This design comes from an exercise in tuning for small area on the open sky130 flow, not from production work.
Function was checked by simulation only, so behaviour that the tests miss may differ from the original.
Power is estimated from default activity; no workload was simulated.

### flow/config.mk
export PLATFORM = sky130hd
export DESIGN_NAME = treasury_nonce_dispatcher
export DESIGN_NICKNAME = treasury_nonce_dispatcher
export VERILOG_FILES = /design/flow/design.v
export SDC_FILE = /design/flow/constraint.sdc
export NUM_CORES = 8
export LEC_CHECK = 0
export CAP_MARGIN = 20
export CORE_MARGIN = 2
export CORE_UTILIZATION = 45
export PLACE_DENSITY = 0.6
export SLEW_MARGIN = 20
export SYNTH_HIERARCHICAL = 1
export SYNTH_MINIMUM_KEEP_SIZE = 0
### flow/constraint.sdc
create_clock -name core_clock -period 10.0 [get_ports {clk}]
set_input_delay 2.0000 -clock core_clock [delete_from_list [all_inputs] [get_ports {clk}]]
set_output_delay 2.0000 -clock core_clock [all_outputs]
set_load 0.01 [all_outputs]
### flow/flow/run.sh
#!/bin/bash
# The standard layout (standard.sh: the ORFS flow with the standard synthesis), with two
# changes passed to ORFS's make:
#  - the port buffers that global placement adds are the smallest buffer cell (buf_1) instead
#    of the one buffer_ports picks on its own; every port still gets its buffer;
#  - clock tree synthesis clusters up to 22 sinks within 85 um per leaf buffer and inserts no
#    dummy loads.
set -euo pipefail
bash standard.sh \
  'BUFFER_PORTS_ARGS=-buffer_cell sky130_fd_sc_hd__buf_1' \
  'CTS_ARGS=-sink_clustering_enable -repair_clock_nets -dont_use_dummy_load -sink_clustering_size 22 -sink_clustering_max_diameter 85' \
  finish > standard.log 2>&1
### flow/standard.sh
#!/bin/bash
# synth_recipe.tcl (not shown) runs the flow's synth.tcl, then flattens the netlist and writes it again
# the make line also repeats each setting of config.mk as NAME=value (left out here)
make -C /OpenROAD-flow-scripts/flow DESIGN_CONFIG=/design/flow/config.mk WORK_HOME=/design/flow/orfs CLKGATE_MAP_FILE= SYNTH_SCRIPT=/design/flow/synth_recipe.tcl "${@:-finish}"
### flow/design.v
package treasury_pkg;
    localparam int NONCE_W_DEFAULT = 32;
    typedef enum logic [1:0] {
        IDLE,
        RUN,
        DRAIN,
        DONE
    } state_t;
endpackage
module treasury_cmp2 (
    input  logic [1:0] a,
    input  logic [1:0] b,
    input  logic       c,
    output logic       y
);
    logic g;
    assign g = (a[0] & b[0]) | (a[0] & c) | (b[0] & c);
    assign y = (a[1] & b[1]) | (a[1] & g) | (b[1] & g);
endmodule
module treasury_cmp2_first (
    input  logic [1:0] a,
    input  logic [1:0] b,
    output logic       y
);
    logic g;
    assign g = a[0] & b[0];
    assign y = (a[1] & b[1]) | (a[1] & g) | (b[1] & g);
endmodule
module treasury_popcount (
    input  logic [26:0] x,
    output logic [4:0] y
);
    logic p1;
    logic p2;
    logic p3;
    logic p4;
    logic p5;
    logic p6;
    logic p7;
    logic p8;
    logic p9;
    logic p10;
    logic p11;
    logic p12;
    logic p13;
    logic p14;
    logic p15;
    logic p16;
    logic p17;
    logic p18;
    logic p19;
    logic p20;
    logic p21;
    logic p22;
    logic p23;
    logic p24;
    logic p25;
    logic p26;
    logic p27;
    logic p28;
    logic p29;
    logic p30;
    logic p31;
    logic p32;
    logic p33;
    logic p34;
    logic p35;
    logic p36;
    logic p37;
    logic p38;
    logic p39;
    logic p40;
    logic p41;
    logic p42;
    logic p43;
    logic p44;
    logic p45;
    logic p46;
    assign p1 = x[0] ^ x[1] ^ x[2];
    assign p2 = (x[0] & x[1]) | (x[0] & x[2]) | (x[1] & x[2]);
    assign p3 = x[3] ^ x[4] ^ x[5];
    assign p4 = (x[3] & x[4]) | (x[3] & x[5]) | (x[4] & x[5]);
    assign p5 = x[6] ^ x[7] ^ x[8];
    assign p6 = (x[6] & x[7]) | (x[6] & x[8]) | (x[7] & x[8]);
    assign p7 = x[9] ^ x[10] ^ x[11];
    assign p8 = (x[9] & x[10]) | (x[9] & x[11]) | (x[10] & x[11]);
    assign p9 = x[12] ^ x[13] ^ x[14];
    assign p10 = (x[12] & x[13]) | (x[12] & x[14]) | (x[13] & x[14]);
    assign p11 = x[15] ^ x[16] ^ x[17];
    assign p12 = (x[15] & x[16]) | (x[15] & x[17]) | (x[16] & x[17]);
    assign p13 = x[18] ^ x[19] ^ x[20];
    assign p14 = (x[18] & x[19]) | (x[18] & x[20]) | (x[19] & x[20]);
    assign p15 = x[21] ^ x[22] ^ x[23];
    assign p16 = (x[21] & x[22]) | (x[21] & x[23]) | (x[22] & x[23]);
    assign p17 = x[24] ^ x[25] ^ x[26];
    assign p18 = (x[24] & x[25]) | (x[24] & x[26]) | (x[25] & x[26]);
    assign p19 = p1 ^ p3 ^ p5;
    assign p20 = (p1 & p3) | (p1 & p5) | (p3 & p5);
    assign p21 = p7 ^ p9 ^ p11;
    assign p22 = (p7 & p9) | (p7 & p11) | (p9 & p11);
    assign p23 = p13 ^ p15 ^ p17;
    assign p24 = (p13 & p15) | (p13 & p17) | (p15 & p17);
    assign p25 = p19 ^ p21 ^ p23;
    assign p26 = (p19 & p21) | (p19 & p23) | (p21 & p23);
    assign p27 = p2 ^ p4 ^ p6;
    assign p28 = (p2 & p4) | (p2 & p6) | (p4 & p6);
    assign p29 = p8 ^ p10 ^ p12;
    assign p30 = (p8 & p10) | (p8 & p12) | (p10 & p12);
    assign p31 = p14 ^ p16 ^ p18;
    assign p32 = (p14 & p16) | (p14 & p18) | (p16 & p18);
    assign p33 = p20 ^ p22 ^ p24;
    assign p34 = (p20 & p22) | (p20 & p24) | (p22 & p24);
    assign p35 = p26 ^ p27 ^ p29;
    assign p36 = (p26 & p27) | (p26 & p29) | (p27 & p29);
    assign p37 = p31 ^ p33 ^ p35;
    assign p38 = (p31 & p33) | (p31 & p35) | (p33 & p35);
    assign p39 = p28 ^ p30 ^ p32;
    assign p40 = (p28 & p30) | (p28 & p32) | (p30 & p32);
    assign p41 = p34 ^ p36 ^ p38;
    assign p42 = (p34 & p36) | (p34 & p38) | (p36 & p38);
    assign p43 = p39 ^ p41;
    assign p44 = p39 & p41;
    assign p45 = p40 ^ p42 ^ p44;
    assign p46 = (p40 & p42) | (p40 & p44) | (p42 & p44);
    assign y[0] = p25;
    assign y[1] = p37;
    assign y[2] = p43;
    assign y[3] = p45;
    assign y[4] = p46;
endmodule
module treasury_nonce_dispatcher #(
    parameter int LANES   = 27,
    parameter int NONCE_W = treasury_pkg::NONCE_W_DEFAULT,
    parameter int CNT_W   = 48
) (
    input  logic                     clk,
    input  logic                     rst,
    input  logic                     job_valid,
    output logic                     job_ready,
    input  logic [NONCE_W-1:0]       job_base,
    input  logic [NONCE_W-1:0]       job_limit,
    input  logic                     abort,
    output logic [LANES-1:0]         lane_start,
    output logic [LANES*NONCE_W-1:0] lane_nonce,
    input  logic [LANES-1:0]         lane_done,
    input  logic [LANES-1:0]         lane_hit,
    output logic                     result_valid,
    input  logic                     result_ready,
    output logic                     result_found,
    output logic                     result_exhausted,
    output logic [NONCE_W-1:0]       result_nonce,
    output logic [CNT_W-1:0]         hash_count
);
    localparam int IDX_W = 5;
    localparam int LO    = 5;                   
    localparam int HI    = NONCE_W - LO;        
    localparam logic [LO-1:0] STEP = LO'(LANES);
    treasury_pkg::state_t state, state_nx;
    logic                 idle, run, done;
    logic                 accept;
    logic                 run_en;
    logic                 hit_any;
    logic                 exhaust_now;
    logic                 empty;
    logic [LANES-1:0]     start, busy, pending, accepted, hits, sel;
    logic [NONCE_W-1:0]   nonce [LANES];
    logic [NONCE_W-1:0]   base_ld;        
    logic [NONCE_W-1:0]   lim_step_n_q;   
    logic                 lim_small_q;    
    logic [NONCE_W:0]     span;           
    logic [NONCE_W-1:0]   lim_step;       
    logic [NONCE_W:0]     lsb;            
    logic                 span_big;
    logic [LANES-1:0]     first_ok;
    logic                 found_q;
    logic                 exhausted_q;
    logic [IDX_W-1:0]     idx_q;
    logic [IDX_W-1:0]     hit_idx;
    logic [CNT_W-1:0]     count_n_q;      
    logic [CNT_W-1:0]     count;
    logic [CNT_W-1:0]     count_nx;
    logic [IDX_W-1:0]     pc;
    logic [LO:0]          cc;
    logic [CNT_W-LO:0]    cp;
    logic [NONCE_W-1:0]   ror [LANES+1];
    assign idle    = state == treasury_pkg::IDLE;
    assign run     = state == treasury_pkg::RUN;
    assign done    = state == treasury_pkg::DONE;
    assign accept  = idle && job_valid;
    assign run_en  = run && !rst;
    assign base_ld = job_base & {NONCE_W{accept}};
    for (genvar i = 0; i < LANES; i++) begin : g_lane
        localparam logic [LO-1:0] OFS = LO'(i);
        logic [NONCE_W-1:0] n;
        logic               pend;
        logic               bsy;
        logic               inc;
        logic               keep;
        logic [NONCE_W-1:0] m;
        logic [LO-1:0]      k;
        logic [LO:0]        c;
        logic [NONCE_W-1:0] d;
        logic [HI:0]        ch;
        logic               c_step, c_load;
        logic [NONCE_W/2:0] gt;
        logic               next_ok;
        assign accepted[i] = lane_done[i] && bsy;
        assign hits[i]     = accepted[i] && lane_hit[i];
        assign inc         = accepted[i] && !lane_hit[i] && run;
        assign keep        = !accept && !(found_q && !sel[i]);
        assign m           = (n & {NONCE_W{keep}}) | base_ld;
        assign c[0] = 1'b0;
        for (genvar j = 0; j < LO; j++) begin : g_lo
            assign k[j]   = (OFS[j] && accept) || (STEP[j] && inc);
            assign d[j]   = m[j] ^ k[j] ^ c[j];
            assign c[j+1] = (m[j] & k[j]) | (m[j] & c[j]) | (k[j] & c[j]);
        end
        assign c_step = n[LO-1:0] >= LO'(32 - LANES);
        assign c_load = (i != 0) && (job_base[LO-1:0] >= LO'(32 - i));
        assign ch[0]  = (inc && c_step) || (accept && c_load);
        for (genvar j = 0; j < HI; j++) begin : g_hi
            assign d[LO+j]  = m[LO+j] ^ ch[j];
            assign ch[j+1]  = m[LO+j] & ch[j];
        end
        assign gt[0] = 1'b0;
        treasury_cmp2_first u_cmp0 (.a(n[1:0]), .b(lim_step_n_q[1:0]), .y(gt[1]));
        for (genvar j = 1; j < NONCE_W / 2; j++) begin : g_cmp
            treasury_cmp2 u_cmp (.a(n[2*j +: 2]), .b(lim_step_n_q[2*j +: 2]), .c(gt[j]), .y(gt[j+1]));
        end
        assign next_ok = !gt[NONCE_W/2] && !lim_small_q;
        assign start[i]   = run_en && !bsy && pend;
        assign busy[i]    = bsy;
        assign pending[i] = pend;
        assign nonce[i]   = n;
        assign lane_nonce[i*NONCE_W +: NONCE_W] = n;
        always_ff @(posedge clk) begin
            n       <= d;
            if (accept)   pend <= first_ok[i];
            else if (inc) pend <= next_ok;
            if (rst) bsy <= 1'b0;
            else     bsy <= start[i] || (bsy && !lane_done[i]);
        end
    end
    assign span     = {1'b0, job_limit} - {1'b0, job_base};
    assign empty    = span[NONCE_W];
    assign span_big = |span[NONCE_W-1:LO];
    for (genvar i = 0; i < LANES; i++) begin : g_first
        assign first_ok[i] = span_big || (span[LO-1:0] >= LO'(i));
    end
    localparam logic [NONCE_W-1:0] STEP_C = NONCE_W'(LANES);
    assign lsb[0] = 1'b0;
    for (genvar j = 0; j < NONCE_W; j++) begin : g_lstep
        assign lim_step[j] = job_limit[j] ^ STEP_C[j] ^ lsb[j];
        assign lsb[j+1]    = (!job_limit[j] & STEP_C[j]) | (!(job_limit[j] ^ STEP_C[j]) & lsb[j]);
    end
    always_comb begin
        hit_idx = '0;
        for (int i = LANES - 1; i >= 0; i--) begin
            if (hits[i]) hit_idx = IDX_W'(i);
        end
    end
    for (genvar i = 0; i < LANES; i++) begin : g_sel
        assign sel[i] = idx_q == IDX_W'(i);
    end
    assign hit_any     = run && (|hits);
    assign exhaust_now = run && !hit_any && !abort && !(|pending) && !(|busy);
    always_ff @(posedge clk) begin
        if (rst) state <= treasury_pkg::IDLE;
        else     state <= state_nx;
    end
    always_comb begin
        state_nx = state;
        unique case (state)
            treasury_pkg::IDLE:  if (job_valid) state_nx = empty ? treasury_pkg::DONE : treasury_pkg::RUN;
            treasury_pkg::RUN:   if (hit_any || abort) state_nx = treasury_pkg::DRAIN;
                                 else if (exhaust_now) state_nx = treasury_pkg::DONE;
            treasury_pkg::DRAIN: if (!(|busy)) state_nx = treasury_pkg::DONE;
            treasury_pkg::DONE:  if (result_ready) state_nx = treasury_pkg::IDLE;
            default:             state_nx = treasury_pkg::IDLE;
        endcase
    end
    always_ff @(posedge clk) begin
        if (accept) begin
            lim_step_n_q <= ~lim_step;
            lim_small_q  <= lsb[NONCE_W];
        end
        if (hit_any) idx_q <= hit_idx;
    end
    always_ff @(posedge clk) begin
        if (rst) begin
            found_q     <= 1'b0;
            exhausted_q <= 1'b0;
        end else if (accept) begin
            found_q     <= 1'b0;
            exhausted_q <= empty;
        end else begin
            if (hit_any)     found_q     <= 1'b1;
            if (exhaust_now) exhausted_q <= 1'b1;
        end
    end
    treasury_popcount u_pc (.x(accepted), .y(pc));
    assign count = ~count_n_q;
    assign cc[0] = 1'b0;
    for (genvar j = 0; j < LO; j++) begin : g_clo
        assign count_nx[j] = count[j] ^ pc[j] ^ cc[j];
        assign cc[j+1]     = (count[j] & pc[j]) | (count[j] & cc[j]) | (pc[j] & cc[j]);
    end
    assign cp[0] = 1'b1;
    for (genvar j = LO; j < CNT_W; j++) begin : g_chi
        assign count_nx[j] = count[j] ^ (cc[LO] & cp[j-LO]);
        assign cp[j-LO+1]  = cp[j-LO] & count[j];
    end
    always_ff @(posedge clk) begin
        if (rst || accept) count_n_q <= '1;
        else               count_n_q <= ~count_nx;
    end
    assign ror[0] = '0;
    for (genvar i = 0; i < LANES; i++) begin : g_ror
        assign ror[i+1] = ror[i] | nonce[i];
    end
    assign job_ready        = !rst && idle;
    assign lane_start       = start;
    assign result_valid     = !rst && done;
    assign result_found     = found_q;
    assign result_exhausted = exhausted_q;
    assign result_nonce     = ror[LANES] & {NONCE_W{found_q}};
    assign hash_count       = ~(count_n_q | {CNT_W{rst}});
endmodule
==> results of run 1 <==
[registers in the layout (all words and copies together), names as in the netlist]
name	flops
g_lane.bsy	27
g_lane.n	864
lim_step_n_q	32
idx_q	5
g_lane.pend	27
found_q	1
exhausted_q	1
state	2
lim_small_q	1
count_n_q	48
[per-module statistics from Yosys, one instance, submodules excluded]
module / cells / flops+latches / area [sq um] / times used
treasury_nonce_dispatcher: 4641 / 1008 / 48900 / 1
treasury_popcount: 53 / 0 / 584 / 1
treasury_cmp2: 4 / 0 / 20.0 / 405
treasury_cmp2_first: 3 / 0 / 15.0 / 27
[cells in the final DEF, fill, tap and decap left out, types with 11 or more instances in the layout]
cell,n
buf_1,1096
dfxtp_1,942
ha_1,827
a21o_1,776
nand2_1,607
a21oi_1,582
o22ai_1,419
o21ai_1,406
nor4_1,216
nor2_1,215
inv_1,208
buf_4,125
xnor2_1,83
fa_1,80
nor3_1,76
nand3_1,72
o21a_1,65
edfxtp_1,65
clkbuf_16,59
nand4_1,51
a31oi_1,41
nand3b_1,37
o21ai_0,32
nor3b_1,31
and2_1,30
mux2_2,28
a21oi_4,27
xor2_1,27
nor2_2,22
a211oi_1,17
diode_2,16
o31ai_1,16
o211ai_1,14
nand2b_1,13
o221ai_1,11
[logic make-up (layout without fill, tap and decap cells)]
logic type      after synthesis  in the layout  share of synthesized area
buf+inv                     431           1493                     0.0284
simple gates               1447           1447                      0.119
compound gates             2458           2458                      0.264
fa+ha+maj                   908            908                      0.206
mux                          33             33                    0.00630
flops                      1008           1008                      0.359
xor+xnor                    110            110                     0.0166
other cells                   0             16                          0
[worst paths after layout]
check                             from                  endpoint  depth (start not counted)
max                      lane_done[25]  count_n_q[47]$_SDFF_PP1_                         25
min           count_n_q[45]$_SDFF_PP1_  count_n_q[45]$_SDFF_PP1_                          2
max reg2reg  lim_step_n_q[0]$_DFFE_PP_  g_lane[8].pend$_DFFE_PN_                         36
min reg2reg   count_n_q[45]$_SDFF_PP1_  count_n_q[45]$_SDFF_PP1_                          2
[layout make-up]
class / count / share of cell area
flip-flops and latches: 1008 / 0.314
repair buffers: 1225 / 0.0773
clock buffers: 59 / 0.0223
multi-input cells: 4956 / 0.542
well taps: 1662 / 0.0314
diodes: 16 / 0.000604
inverters: 209 / 0.0119
[tightest hold or removal path: stages (launching register included)]
cell     delay, ns
dfxtp_1       0.33
nand2_1       0.06
nand3_1       0.06
[power by group through the flow]
stage / registers, mW / logic, mW / clock network, mW
after floorplan: 9.05 / 6.10 / 0
after CTS: 9.40 / 12.0 / 2.53
final: 9.61 / 12.2 / 2.52
after detailed placement: 9.50 / 12.0 / 0
after global routing: 9.70 / 13.2 / 2.67
after global placement: 9.42 / 11.7 / 0
[metal layers]
layer | GRT usage | vias to the layer above | wire [um]
li1 | - | 25975 | -
met1 | 0.536 | 28413 | 115000
met2 | 0.635 | 3184 | 124000
met3 | 0.106 | 675 | 29600
met4 | 0.246 | 44 | 20000
met5 | 0 | - | 288
==> run_results.csv, run 1 <==
group,metric,value,unit
min_path,hold_class,"register to register",
timing,tightest_slew,1.02,ns
place,placed_cells,9059,
clock_network,cts_buffer_depth,3,
timing,max_slew_margin,0.315,
cells_and_area,drive_gt1_frac,0.0405,
synthesis,async_flop_share,0,
clock_network,postCtsHoldBufs,0,
timing,setup_violations,0,
cells_and_area,final_cells,9135,
critical_path,cp.buffers_inverters,4,
power,seqPwrFrac,0.394,
floorplanning,io_pins,1098,
place,preCtsSetupSlack,0.117,ns
cells_and_area,regArea,20800,sq um
critical_path,rrSetupSlack,1.13,ns
critical_path,cp-end-kind,"register",
power,powerDensity,368,nW/um^2
power,pwr-share-clk,0.103,
synthesis,syn_area,58000,sq um
place,port_buffers,1097,
synthesis,ys_top_cells_by_count,"dfxtp_1 (943), ha_1 (828), a21o_1 (776)",
power,p_int,11.4,mW
cells_and_area,finalNetCount,8490,
flow_run,drv_cap,0,
place,place_congestion,1.02,
cells_and_area,multi_input_area,36000,sq um
critical_path,crit_path_max_fanout,5,
critical_path,critPathTopFamily,"adder cells",
clock_network,cts_tree,"done",
clock_network,cts_setup_buffers,0,
power,sw_frac_of_total,0.533,
cells_and_area,stdcell_area,66300,sq um
global_routing,grtUsageTotal,0.418,
clock_network,clkTransAtPathRegs,0.09,ns
synthesis,yosysWarnings,9,
floorplanning,die_width,363,um
floorplanning,core,128000,sq um
clock_network,cts_sinks,1008,
synthesis,ys_types,79,
clock_network,root_buffer,"clkbuf_16",
critical_path,setup.worst_path.start_class,"input port",
power,p_sw,13.0,mW
timing,fin_setup_tns,0,ns
timing,finalClockSkew,0.0615,ns
power,combPwrFrac,0.502,
timing,fin_crit,9.13,ns
synthesis,synth-seq-area-share,0.359,
clock_network,cts_made_buffers,59,
synthesis,synthFlopType,"dfxtp_1",
route,viasPerCell,6.38,
place,place_area,64800,sq um
timing,period_share,0.913,
timing,hold_violations,0,
timing,final_max_slew_viol_count,0,
global_routing,antenna_found_initial,38,
timing,layout_setup_ws,0.873,ns
global_routing,grt_max_degree,86,
power,total_power,24.4,mW
floorplanning,die_y,363,um
global_routing,grt_pass1_wl,395000,um
timing,max_freq,110,MHz
synthesis,syn_avg_cell_area,9.07,sq um
clock_network,htreeDepth,2,
synthesis,synth_top_area_share,0.325,
timing,rsz0062_at_grt,"no",
clock_network,ctsResizeCount,0,
floorplanning,initial_core_util,0.454,
route,ant_nets,0,
critical_path,criticalPathCategory,"input port to register",
run_status,status,"finished clean",
critical_path,cp_common_cell,"fa_1",
cells_and_area,n_fill_cell,12283,
floorplanning,dieArea,132000,sq um
cells_and_area,final_core_util,0.519,
route,drc,0,
global_routing,grt_pass1_vias,51937,
route,firstDrtPassIters,6,
floorplanning,rows,131,
synthesis,synth_most_common_cell,"dfxtp_1",
global_routing,overflow,0,
critical_path,arrival,9.77,ns
synthesis,yosysTopAreaCell,"dfxtp_1",
route,wl,289000,um
synthesis,syn_inst,6395,
timing,hold_slack,0.499,ns
synthesis,ys_ff_latch,1008,
route,drt_iter0_drc,6432,
critical_path,crit_required,10.64,ns
clock_network,worstSkewPairLatency,0.72,ns
cells_and_area,area_growth,14.3,%
route,post_drt_wl_per_cell,31.6,um
critical_path,slowest_delay,0.58,ns
place,dp_hpwl,230000,um
power,p_leak,32.6,nW
route,vias,58291,
synthesis,netlist_top_cells_area,"dfxtp_1 (33%), ha_1 (18%), a21o_1 (10%), a21oi_1 (5.3%), o22ai_1 (4.5%)",
power,ir_drop,181,uV
critical_path,cp_slowest_cell,"fa_1",
synthesis,synth_edf_count,65,
==> run 2, diff against run 1 <==
--- a/flow/config.mk
+++ b/flow/config.mk
@@ -7,8 +7,8 @@
 export LEC_CHECK = 0
 export CAP_MARGIN = 20
 export CORE_MARGIN = 2
-export CORE_UTILIZATION = 45
-export PLACE_DENSITY = 0.6
+export CORE_UTILIZATION = 50
+export PLACE_DENSITY = 0.62
 export SLEW_MARGIN = 20
 export SYNTH_HIERARCHICAL = 1
 export SYNTH_MINIMUM_KEEP_SIZE = 0
==> run_results.csv, run 2 <==
group,metric,value,unit
clock_network,clkTransAtPathRegs,0.10,ns
synthesis,syn_avg_cell_area,9.07,sq um
run_status,status,"finished clean",
critical_path,cp_slowest_cell,"edfxtp_1",
cells_and_area,drive_gt1_frac,0.0414,
critical_path,crit_path_start,"lim_step_n_q[0]$_DFFE_PP_",
critical_path,rr_startpoint,"lim_step_n_q[0]$_DFFE_PP_",
synthesis,synthFlopType,"dfxtp_1",
critical_path,arrival,9.42,ns
place,place_congestion,1.04,
critical_path,r2r_cells,35,
timing,final_max_slew_viol_count,0,
route,wl,283000,um
critical_path,setup.worst_path.start_class,"register",
global_routing,antenna_found_initial,38,
route,drt_iter0_drc,7461,
synthesis,synth_top_area_share,0.325,
critical_path,cp-end-kind,"register",
place,preCtsSetupSlack,0.266,ns
global_routing,grtUsageTotal,0.455,
clock_network,htreeDepth,2,
timing,fin_setup_tns,0,ns
route,drc,0,
cells_and_area,finalNetCount,8494,
critical_path,criticalPathCategory,"register to register",
critical_path,crit_path_max_fanout,11,
route,viasPerCell,6.52,
floorplanning,initial_core_util,0.506,
flow_run,drv_cap,0,
timing,fin_crit,9.06,ns
min_path,hold_depth,2,
power,p_leak,32.5,nW
place,placed_cells,8917,
critical_path,crit_required,10.36,ns
timing,finalClockSkew,0.0530,ns
clock_network,cts_sinks,1008,
place,port_buffers,1097,
floorplanning,dieArea,119000,sq um
power,powerDensity,367,nW/um^2
critical_path,slowest_delay,0.75,ns
clock_network,worstSkewPairLatency,0.73,ns
synthesis,yosysTopAreaCell,"dfxtp_1",
floorplanning,core,115000,sq um
timing,tightest_slew,1.11,ns
synthesis,yosysWarnings,9,
clock_network,root_buffer,"clkbuf_16",
clock_network,ctsResizeCount,0,
synthesis,ys_top_cells_by_count,"dfxtp_1 (943), ha_1 (828), a21o_1 (776)",
cells_and_area,mostFrequentLayoutCell,"buf_1",
route,vias,58592,
floorplanning,die_y,345,um
clock_network,cts_setup_buffers,0,
place,dp_hpwl,225000,um
synthesis,ys_ff_latch,1008,
synthesis,syn_area,58000,sq um
cells_and_area,final_cells,8986,
cells_and_area,largest_registers,"g_lane.n x864, count_n_q x48, lim_step_n_q x32",
synthesis,synth_most_common_cell,"dfxtp_1",
power,ir_drop,247,uV
cells_and_area,largest_reg_flops,864,
critical_path,worst_r2r_endpoint,"g_lane[10].pend$_DFFE_PN_",
power,total_power,24.3,mW
global_routing,overflow,0,
synthesis,syn_inst,6395,
global_routing,grt_pass1_wl,385000,um
min_path,hold_class,"register to register",
global_routing,grt_pass1_vias,51884,
cells_and_area,area_growth,13.9,%
route,post_drt_wl_per_cell,31.5,um
critical_path,cp_common_cell,"o21ai_1",
route,firstDrtPassIters,7,
synthesis,netlist_top_cells_area,"dfxtp_1 (33%), ha_1 (18%), a21o_1 (10%), a21oi_1 (5.3%), o22ai_1 (4.5%)",
timing,rsz0062_at_grt,"no",
timing,max_slew_margin,0.260,
clock_network,cts_made_buffers,56,
timing,layout_setup_ws,0.943,ns
timing,max_freq,110,MHz
floorplanning,die_width,345,um
timing,hold_violations,0,
route,ant_nets,0,
synthesis,synth_edf_count,65,
clock_network,postCtsHoldBufs,0,
global_routing,grt_max_degree,65,
min_path,worstHoldStart,"count_n_q[45]$_SDFF_PP1_",
floorplanning,io_pins,1098,
synthesis,synth-seq-area-share,0.359,
synthesis,ys_types,79,
cells_and_area,final_cell_mix,"buf_1 (1096), dfxtp_1 (942), ha_1 (827), a21o_1 (776), nand2_1 (607)",
synthesis,async_flop_share,0,
cells_and_area,top_register,"g_lane.n",
clock_network,cts_tree,"done",
min_path,hold-path-endpoint,"count_n_q[45]$_SDFF_PP1_",
clock_network,cts_buffer_depth,3,
floorplanning,rows,124,
timing,setup_violations,0,
timing,period_share,0.906,
critical_path,rrSetupSlack,0.94,ns
==> run 2: cell counts after synthesis <==
No cell type changed its count.
==> run 2: layout make-up <==
type,instances,area (sq um)
Fill cell,10610,48600
Multi-Input combinational cell,4956,36000
Clock buffer,56,1400
Tap cell,1512,1890
Inverter,209,790
Antenna cell,13,32.5
Sequential cell,1008,20800
Timing Repair Buffer,1232,5130
==> run 2: where the power goes <==
part | internal [mW] | switching [mW]
Sequential | 6.02 | 3.91
Clock | 0.994 | 1.45
Combinational | 4.33 | 7.58
==> run 2: modules after synthesis, one instance, submodules excluded <==
module                     cells inside  cell area [sq um]  times used  flops+latches
treasury_nonce_dispatcher          4641              48900           1           1008
treasury_popcount                    53                584           1              0
treasury_cmp2                         4               20.0         405              0
treasury_cmp2_first                   3               15.0          27              0
==> run 2: worst max path at each step <==
stage	to	slack, ns
global placement	count_n_q[36]$_SDFF_PP1_	0.27
CTS	count_n_q[36]$_SDFF_PP1_	0.98
floorplan	count_n_q[36]$_SDFF_PP1_	0.62
detailed placement	count_n_q[36]$_SDFF_PP1_	0.27
global route	count_n_q[47]$_SDFF_PP1_	0.63
finish	g_lane[10].pend$_DFFE_PN_	0.94
==> run 2: layer usage <==
layer	global-route usage	up-vias	routed length (um)	share of wire
met2	0.684	3633	121000	0.43
met4	0.310	50	23400	0.082
met1	0.578	28124	108000	0.38
met5	0	-	369	0.0013
li1	-	25922	-	-
met3	0.107	863	30600	0.11
==> run 2: metrics by stage <==
| stage | hold slack [ns] | util | area, sq um |
|---|---|---|---|
| 4_1_cts | 0.510 | 0.576 | 66000 |
| 3_3_place_gp | 0.491 | 0.564 | 64600 |
| 3_5_place_dp | 0.491 | 0.564 | 64600 |
| 2_1_floorplan | 0.454 | - | 58000 |
| 5_1_grt | 0.539 | 0.576 | 66100 |
| 6_report | 0.505 | 0.576 | 66100 |
==> run 2: cell families (layout without fill, tap and decap cells) <==
group	after synthesis	after routing	synth area share
AO/OA/AOI/OAI	2458	2458	0.264
buffers and inverters	431	1497	0.0284
AND/OR/NAND/NOR	1447	1447	0.119
flip-flops	1008	1008	0.359
multiplexers	33	33	0.00630
other	0	13	0
XOR/XNOR	110	110	0.0166
adder cells (fa/ha/maj)	908	908	0.206
==> run 2: worst max-delay path: cells and delay by family, from the launching register on <==
family | cells | cell delay (ns)
AOI/OAI and AO/OA | 32 | 7.53
DFF | 1 | 0.75
and+or+nand+nor | 3 | 0.41
==> run 3, diff against run 2 <==
==> flow/flow/run.sh (replaced) <==
#!/bin/bash
# The standard layout (standard.sh: the ORFS flow with the standard synthesis), with two
# changes passed to ORFS's make:
#  - the port buffers that global placement adds are the smallest buffer cell (buf_1) instead
#    of the one buffer_ports picks on its own; every port still gets its buffer;
#  - clock tree synthesis clusters up to 26 sinks within 90 um per leaf buffer and inserts no
#    dummy loads.
set -euo pipefail
bash standard.sh \
  'BUFFER_PORTS_ARGS=-buffer_cell sky130_fd_sc_hd__buf_1' \
  'CTS_ARGS=-sink_clustering_enable -repair_clock_nets -dont_use_dummy_load -sink_clustering_size 26 -sink_clustering_max_diameter 90' \
  finish > standard.log 2>&1
==> run_results.csv, run 3 <==
group,metric,value,unit
timing,finalClockSkew,0.0529,ns
synthesis,ys_ff_latch,1008,
critical_path,cp-end-kind,"register",
timing,rsz0062_at_grt,"no",
floorplanning,die_width,345,um
power,p_leak,32.5,nW
power,pwr-share-clk,0.096,
synthesis,synth_top_area_share,0.325,
synthesis,netlist_top_cells_area,"dfxtp_1 (33%), ha_1 (18%), a21o_1 (10%), a21oi_1 (5.3%), o22ai_1 (4.5%)",
cells_and_area,top_register,"g_lane.n",
synthesis,synth_edf_count,65,
cells_and_area,area_growth,13.7,%
clock_network,htreeDepth,2,
timing,period_share,0.911,
min_path,hold_class,"register to register",
route,post_drt_wl_per_cell,31.6,um
cells_and_area,n_fill_cell,10633,
critical_path,cp_common_cell,"o21ai_1",
synthesis,syn_avg_cell_area,9.07,sq um
power,combPwrFrac,0.493,
route,firstDrtPassIters,6,
timing,max_freq,110,MHz
floorplanning,rows,124,
global_routing,grt_pass1_wl,385000,um
floorplanning,core,115000,sq um
place,dp_hpwl,225000,um
route,drc,0,
timing,setup_violations,0,
clock_network,cts_buffer_depth,3,
critical_path,criticalPathCategory,"register to register",
synthesis,ys_top_cells_by_count,"dfxtp_1 (943), ha_1 (828), a21o_1 (776)",
timing,fin_crit,9.11,ns
cells_and_area,largest_reg_flops,864,
clock_network,worstSkewPairLatency,0.72,ns
cells_and_area,final_cell_mix,"buf_1 (1096), dfxtp_1 (942), ha_1 (827), a21o_1 (776), nand2_1 (607)",
global_routing,overflow,0,
global_routing,grt_max_degree,65,
cells_and_area,regArea,20800,sq um
clock_network,cts_tree,"done",
cells_and_area,finalNetCount,8488,
critical_path,setup.worst_path.start_class,"register",
clock_network,cts_setup_buffers,0,
clock_network,root_buffer,"clkbuf_16",
floorplanning,die_y,345,um
synthesis,synth-seq-area-share,0.359,
clock_network,cts_sinks,1008,
place,place_congestion,1.04,
global_routing,grt_pass1_vias,51794,
clock_network,postCtsHoldBufs,0,
clock_network,cts_made_buffers,50,
synthesis,yosysWarnings,9,
clock_network,ctsResizeCount,0,
floorplanning,dieArea,119000,sq um
synthesis,ys_types,79,
timing,final_max_slew_viol_count,0,
critical_path,slowest_delay,0.76,ns
cells_and_area,mostFrequentLayoutCell,"buf_1",
timing,max_slew_margin,0.263,
cells_and_area,drive_gt1_frac,0.0406,
route,ant_nets,0,
floorplanning,initial_core_util,0.506,
synthesis,syn_area,58000,sq um
global_routing,grtUsageTotal,0.455,
timing,tightest_slew,1.09,ns
critical_path,crit_path_max_fanout,11,
synthesis,syn_inst,6395,
critical_path,arrival,9.46,ns
synthesis,yosysTopAreaCell,"dfxtp_1",
route,vias,58919,
synthesis,synth_most_common_cell,"dfxtp_1",
place,port_buffers,1097,
floorplanning,io_pins,1098,
power,ir_drop,246,uV
cells_and_area,final_core_util,0.575,
cells_and_area,multi_input_area,36000,sq um
flow_run,drv_cap,0,
synthesis,async_flop_share,0,
cells_and_area,largest_registers,"g_lane.n x864, count_n_q x48, lim_step_n_q x32",
power,total_power,24.2,mW
synthesis,synthFlopType,"dfxtp_1",
run_status,status,"finished clean",
power,p_int,11.2,mW
global_routing,antenna_found_initial,33,
critical_path,cp_slowest_cell,"edfxtp_1",
power,p_sw,12.9,mW
route,drt_iter0_drc,7653,
timing,hold_violations,0,
power,powerDensity,367,nW/um^2
power,seqPwrFrac,0.411,
critical_path,crit_required,10.36,ns
clock_network,clkTransAtPathRegs,0.11,ns
power,sw_frac_of_total,0.535,
timing,fin_setup_tns,0,ns
route,viasPerCell,6.56,
route,wl,284000,um
run 3: final timing paths:
path	endpoint	slack, ns	from	cells after the start
max reg2reg	g_lane[6].pend$_DFFE_PN_	0.89	lim_step_n_q[0]$_DFFE_PP_	34
min reg2reg	count_n_q[36]$_SDFF_PP1_	0.51	count_n_q[36]$_SDFF_PP1_	2
max	g_lane[6].pend$_DFFE_PN_	0.89	lim_step_n_q[0]$_DFFE_PP_	34
min	count_n_q[36]$_SDFF_PP1_	0.51	count_n_q[36]$_SDFF_PP1_	2
run 3: cells by family (layout without fill, tap and decap cells):
logic type | Yosys count | in the layout | synth area share
multiplexers | 33 | 33 | 0.00630
buffers and inverters | 431 | 1491 | 0.0284
AND/OR/NAND/NOR | 1447 | 1447 | 0.119
XOR/XNOR | 110 | 110 | 0.0166
adder cells (fa/ha/maj) | 908 | 908 | 0.206
AO/OA/AOI/OAI | 2458 | 2458 | 0.264
flip-flops | 1008 | 1008 | 0.359
other | 0 | 21 | 0
run 3: layout make-up:
| type | count | share of cell area |
|---|---|---|
| well taps | 1512 | 0.0287 |
| diodes | 21 | 0.000797 |
| inverters | 209 | 0.0120 |
| multi-input cells | 4956 | 0.546 |
| flip-flops and latches | 1008 | 0.316 |
| clock buffers | 50 | 0.0190 |
| repair buffers | 1232 | 0.0778 |
run 3: Yosys stat by module (local to each module, per instance):
module                     cells  times used
treasury_popcount             53           1
treasury_cmp2_first            3          27
treasury_nonce_dispatcher   4641           1
treasury_cmp2                  4         405
run 3: critical path, delay by kind of cell, from the launching register on:
family | cells | cell delay, ns
AO/OA/AOI/OAI | 33 | 7.84
flip-flops | 1 | 0.76
AND/OR/NAND/NOR | 1 | 0.17
run 3: metrics by stage:
stage,cell area [sq um],std cells,setup WS (ns),hold slack [ns]
floorplan,58000,6395,0.617,0.454
global placement,64600,8917,0.270,0.491
detailed placement,64600,8917,0.266,0.491
CTS,65900,8967,0.950,0.510
global route,65900,8977,0.640,0.543
finish,65900,8988,0.895,0.513
run 3: power by group through the flow:
stage | clock network [mW] | registers, mW | logic (mW)
floorplan | 0 | 9.05 | 6.10
global placement | 0 | 9.70 | 11.3
detailed placement | 0 | 9.76 | 11.6
CTS | 2.32 | 9.65 | 11.6
global route | 2.44 | 9.92 | 12.8
finish | 2.32 | 9.94 | 11.9
run 3: routing by layer:
layer  track usage  part of all wire
met5             0           0.00085
met4         0.310             0.083
met3         0.116              0.11
met2         0.679              0.42
met1         0.576              0.38
==> run 4, diff against run 3 <==
--- a/flow/design.v
+++ b/flow/design.v
@@ -155,6 +155,7 @@
     localparam int LO    = 5;                   
     localparam int HI    = NONCE_W - LO;        
     localparam logic [LO-1:0] STEP = LO'(LANES);
+    localparam int CW    = NONCE_W + 1;
     treasury_pkg::state_t state, state_nx;
     logic                 idle, run, done;
     logic                 accept;
@@ -176,12 +177,12 @@
     logic                 exhausted_q;
     logic [IDX_W-1:0]     idx_q;
     logic [IDX_W-1:0]     hit_idx;
-    logic [CNT_W-1:0]     count_n_q;      
-    logic [CNT_W-1:0]     count;
-    logic [CNT_W-1:0]     count_nx;
+    logic [CW-1:0]        count_n_q;      
+    logic [CW-1:0]        count;
+    logic [CW-1:0]        count_nx;
     logic [IDX_W-1:0]     pc;
     logic [LO:0]          cc;
-    logic [CNT_W-LO:0]    cp;
+    logic [CW-LO:0]       cp;
     logic [NONCE_W-1:0]   ror [LANES+1];
     assign idle    = state == treasury_pkg::IDLE;
     assign run     = state == treasury_pkg::RUN;
@@ -306,7 +307,7 @@
         assign cc[j+1]     = (count[j] & pc[j]) | (count[j] & cc[j]) | (pc[j] & cc[j]);
     end
     assign cp[0] = 1'b1;
-    for (genvar j = LO; j < CNT_W; j++) begin : g_chi
+    for (genvar j = LO; j < CW; j++) begin : g_chi
         assign count_nx[j] = count[j] ^ (cc[LO] & cp[j-LO]);
         assign cp[j-LO+1]  = cp[j-LO] & count[j];
     end
@@ -324,5 +325,5 @@
     assign result_found     = found_q;
     assign result_exhausted = exhausted_q;
     assign result_nonce     = ror[LANES] & {NONCE_W{found_q}};
-    assign hash_count       = ~(count_n_q | {CNT_W{rst}});
+    assign hash_count       = {{(CNT_W-CW){1'b0}}, ~(count_n_q | {CW{rst}})};
 endmodule
==> flow/flow/run.sh (replaced) <==
#!/bin/bash
# The standard layout (standard.sh: the ORFS flow with the standard synthesis), with two
# changes passed to ORFS's make:
#  - the port buffers that global placement adds are the smallest buffer cell (buf_1) instead
#    of the one buffer_ports picks on its own; every port still gets its buffer;
#  - clock tree synthesis clusters up to 22 sinks within 85 um per leaf buffer and inserts no
#    dummy loads.
set -euo pipefail
bash standard.sh \
  'BUFFER_PORTS_ARGS=-buffer_cell sky130_fd_sc_hd__buf_1' \
  'CTS_ARGS=-sink_clustering_enable -repair_clock_nets -dont_use_dummy_load -sink_clustering_size 22 -sink_clustering_max_diameter 85' \
  finish > standard.log 2>&1
==> run_results.csv, run 4 <==
group,metric,value,unit
run_status,status,"finished clean",
min_path,hold-path-endpoint,"count_n_q[23]$_SDFF_PP1_",
synthesis,ys_top_cells_by_count,"dfxtp_1 (928), ha_1 (828), a21o_1 (778)",
cells_and_area,top_register,"g_lane.n",
cells_and_area,largest_registers,"g_lane.n x864, count_n_q x33, lim_step_n_q x32",
clock_network,root_buffer,"clkbuf_16",
floorplanning,io_pins,1098,
global_routing,grt_pass1_wl,371000,um
place,place_congestion,1.02,
clock_network,postCtsHoldBufs,0,
synthesis,ys_ff_latch,993,
route,vias,56996,
clock_network,cts_sinks,993,
synthesis,syn_avg_cell_area,9.08,sq um
synthesis,synth_top_area_share,0.323,
route,drc,0,
min_path,hold_class,"register to register",
cells_and_area,mostFrequentLayoutCell,"buf_1",
synthesis,synth_edf_count,65,
synthesis,syn_inst,6328,
route,drt_iter0_drc,6664,
cells_and_area,final_cell_mix,"buf_1 (1081), dfxtp_1 (927), ha_1 (827), a21o_1 (778), a21oi_1 (611)",
global_routing,overflow,0,
cells_and_area,regArea,20500,sq um
critical_path,crit_required,10.36,ns
timing,final_max_slew_viol_count,0,
floorplanning,initial_core_util,0.503,
clock_network,htreeDepth,2,
cells_and_area,largest_reg_flops,864,
clock_network,cts_buffer_depth,3,
synthesis,netlist_top_cells_area,"dfxtp_1 (32%), ha_1 (18%), a21o_1 (10%), a21oi_1 (5.6%), o22ai_1 (4.6%)",
critical_path,slowest_delay,0.96,ns
critical_path,cp.buffers_inverters,0,
route,ant_nets,0,
synthesis,ys_types,75,
route,firstDrtPassIters,6,
timing,fin_setup_tns,0,ns
timing,rsz0062_at_grt,"no",
global_routing,grt_max_degree,79,
critical_path,r2r_cells,35,
floorplanning,rows,124,
timing,hold_violations,0,
clock_network,clkTransAtPathRegs,0.09,ns
synthesis,synth-seq-area-share,0.357,
timing,period_share,0.938,
min_path,worstHoldStart,"count_n_q[23]$_SDFF_PP1_",
synthesis,yosysTopAreaCell,"dfxtp_1",
clock_network,worstSkewPairLatency,0.74,ns
critical_path,worst_r2r_endpoint,"g_lane[7].pend$_DFFE_PN_",
flow_run,drv_cap,0,
critical_path,setup.worst_path.start_class,"register",
place,dp_hpwl,215000,um
timing,tightest_slew,1.06,ns
route,viasPerCell,6.42,
timing,fin_crit,9.38,ns
cells_and_area,drive_gt1_frac,0.0387,
critical_path,cp_slowest_cell,"edfxtp_1",
clock_network,cts_made_buffers,56,
critical_path,criticalPathCategory,"register to register",
floorplanning,dieArea,118000,sq um
global_routing,antenna_found_initial,23,
timing,setup_violations,0,
synthesis,synth_most_common_cell,"dfxtp_1",
synthesis,async_flop_share,0,
route,post_drt_wl_per_cell,30.5,um
timing,max_freq,107,MHz
synthesis,yosysWarnings,9,
cells_and_area,area_growth,13.5,%
synthesis,syn_area,57500,sq um
cells_and_area,finalNetCount,8394,
clock_network,cts_setup_buffers,0,
power,powerDensity,365,nW/um^2
timing,finalClockSkew,0.0811,ns
timing,max_slew_margin,0.294,
critical_path,critPathTopFamily,"compound AO/OA/AOI/OAI gates",
global_routing,grt_pass1_vias,49971,
floorplanning,core,114000,sq um
cells_and_area,final_core_util,0.571,
critical_path,crit_path_start,"lim_step_n_q[0]$_DFFE_PP_",
clock_network,ctsResizeCount,0,
critical_path,arrival,9.74,ns
critical_path,cp-end-kind,"register",
floorplanning,die_y,343,um
cells_and_area,multi_input_area,35600,sq um
power,p_leak,32.3,nW
floorplanning,die_width,343,um
route,wl,271000,um
cells_and_area,n_fill_cell,10572,
global_routing,grtUsageTotal,0.438,
clock_network,cts_tree,"done",
place,port_buffers,1082,
critical_path,rr_startpoint,"lim_step_n_q[0]$_DFFE_PP_",
min_path,hold_depth,2,
power,total_power,23.8,mW
power,ir_drop,220,uV
synthesis,synthFlopType,"dfxtp_1",
critical_path,crit_path_max_fanout,23,
critical_path,rrSetupSlack,0.62,ns
==> run 4: changes by cell type in the layout (fill, tap and decap cells not counted), sizes merged, moves of 15 or more <==
cell	change
o21ai	+26
dfxtp	-15
nor2	-20
a21oi	+30
nand2	-26
nand3	-21
xor2	+18
buf	-41
inv	+20
conb	+15
==> run 4: power by group <==
part           total [mW]  internal (mW)  switching [mW]  leakage, nW
Sequential           9.47           5.95            3.52         8.39
Combinational        11.9           4.25            7.63         23.2
Clock                2.42          0.993            1.43        0.690
==> run 4: area by class of cell <==
class,count,area share
Multi-Input combinational cell,4891,0.546
Sequential cell,993,0.315
Timing Repair Buffer,1192,0.0753
Tap cell,1512,0.0290
Clock buffer,56,0.0215
Inverter,229,0.0133
Antenna cell,10,0.000384
==> run 4: logic make-up (layout without fill, tap and decap cells) <==
group	Yosys count	in the layout	synth area share
fa+ha+maj	908	908	0.208
flops	993	993	0.357
other cells	1	25	0.0000653
compound gates	2479	2479	0.267
buf+inv	458	1477	0.0315
simple gates	1342	1342	0.112
mux	30	30	0.00581
xor+xnor	117	117	0.0178
==> run 4: worst max-delay path by stage <==
| stage | slack (ns) | cells past startpoint | endpoint |
|---|---|---|---|
| finish | 0.62 | 35 | g_lane[7].pend$_DFFE_PN_ |
| global route | 0.64 | 35 | g_lane[7].pend$_DFFE_PN_ |
| CTS | 1.08 | 25 | count_n_q[32]$_SDFF_PP1_ |
| detailed placement | 0.33 | 25 | count_n_q[32]$_SDFF_PP1_ |
| global placement | 0.45 | 25 | count_n_q[32]$_SDFF_PP1_ |
| floorplan | 0.64 | 27 | count_n_q[32]$_SDFF_PP1_ |
==> run 4: through the flow <==
step	hold slack [ns]	worst slack (ns)	cell area [sq um]	cells
after detailed placement	0.484	0.331	63800	8816
final	0.497	0.623	65200	8883
after floorplan	0.452	0.640	57500	6342
after global routing	0.513	0.642	65200	8878
after CTS	0.500	1.08	65200	8872
after global placement	0.478	0.454	63800	8816
==> run 4: routing by layer <==
metal | vias to the layer above | GRT usage | share of wire
met5 | - | 0 | 0.00062
met2 | 3199 | 0.655 | 0.43
met4 | 26 | 0.278 | 0.077
met3 | 705 | 0.115 | 0.11
li1 | 25519 | - | -
met1 | 27547 | 0.559 | 0.39
==> run 4: worst min-delay path: stages (launching register included) <==
cell and delay, ns:
dfxtp_1 0.33, nand2_1 0.06, nand3_1 0.07
==> run 4: modules after synthesis (local to each module, per instance) <==
module	copies in the design	cells
treasury_cmp2_first	27	3
treasury_popcount	1	53
treasury_cmp2	405	4
treasury_nonce_dispatcher	1	4574

[separate check: timing with driven ports]
No port has a modelled driver above. Below, the same layouts with a new extraction and two added sets of constraints. Step 1 assumes that a clkbuf_16 drives the clock port and a buf_2 every other input. Step 2 times the ports against the registers' clock, not the clock port: input delays grow and output delays shrink by t, the midpoint of the rising clock arrivals with the driver on. a / b / c = ideal / step 1 / step 2; a / b = the first two.
run | t (ns) | slack for setup (ns) | clock arrival spread, ns | cell pins on the clock port's net
run 1 | 0.776 | 0.873 / 0.934 / 0.158 | 0.062 / 0.062 | 1
run 2 | 0.786 | 0.943 / 0.943 / 0.249 | 0.054 / 0.054 | 1
run 3 | 0.776 | 0.895 / 0.895 / 0.217 | 0.053 / 0.053 | 1
run 4 | 0.786 | 0.623 / 0.623 / 0.341 | 0.087 / 0.086 | 1
After both steps setup and hold are still met in every run listed. The setup slack of run 1, which loses most, moves by +0.061 ns with the drivers and by -0.715 ns with both steps.
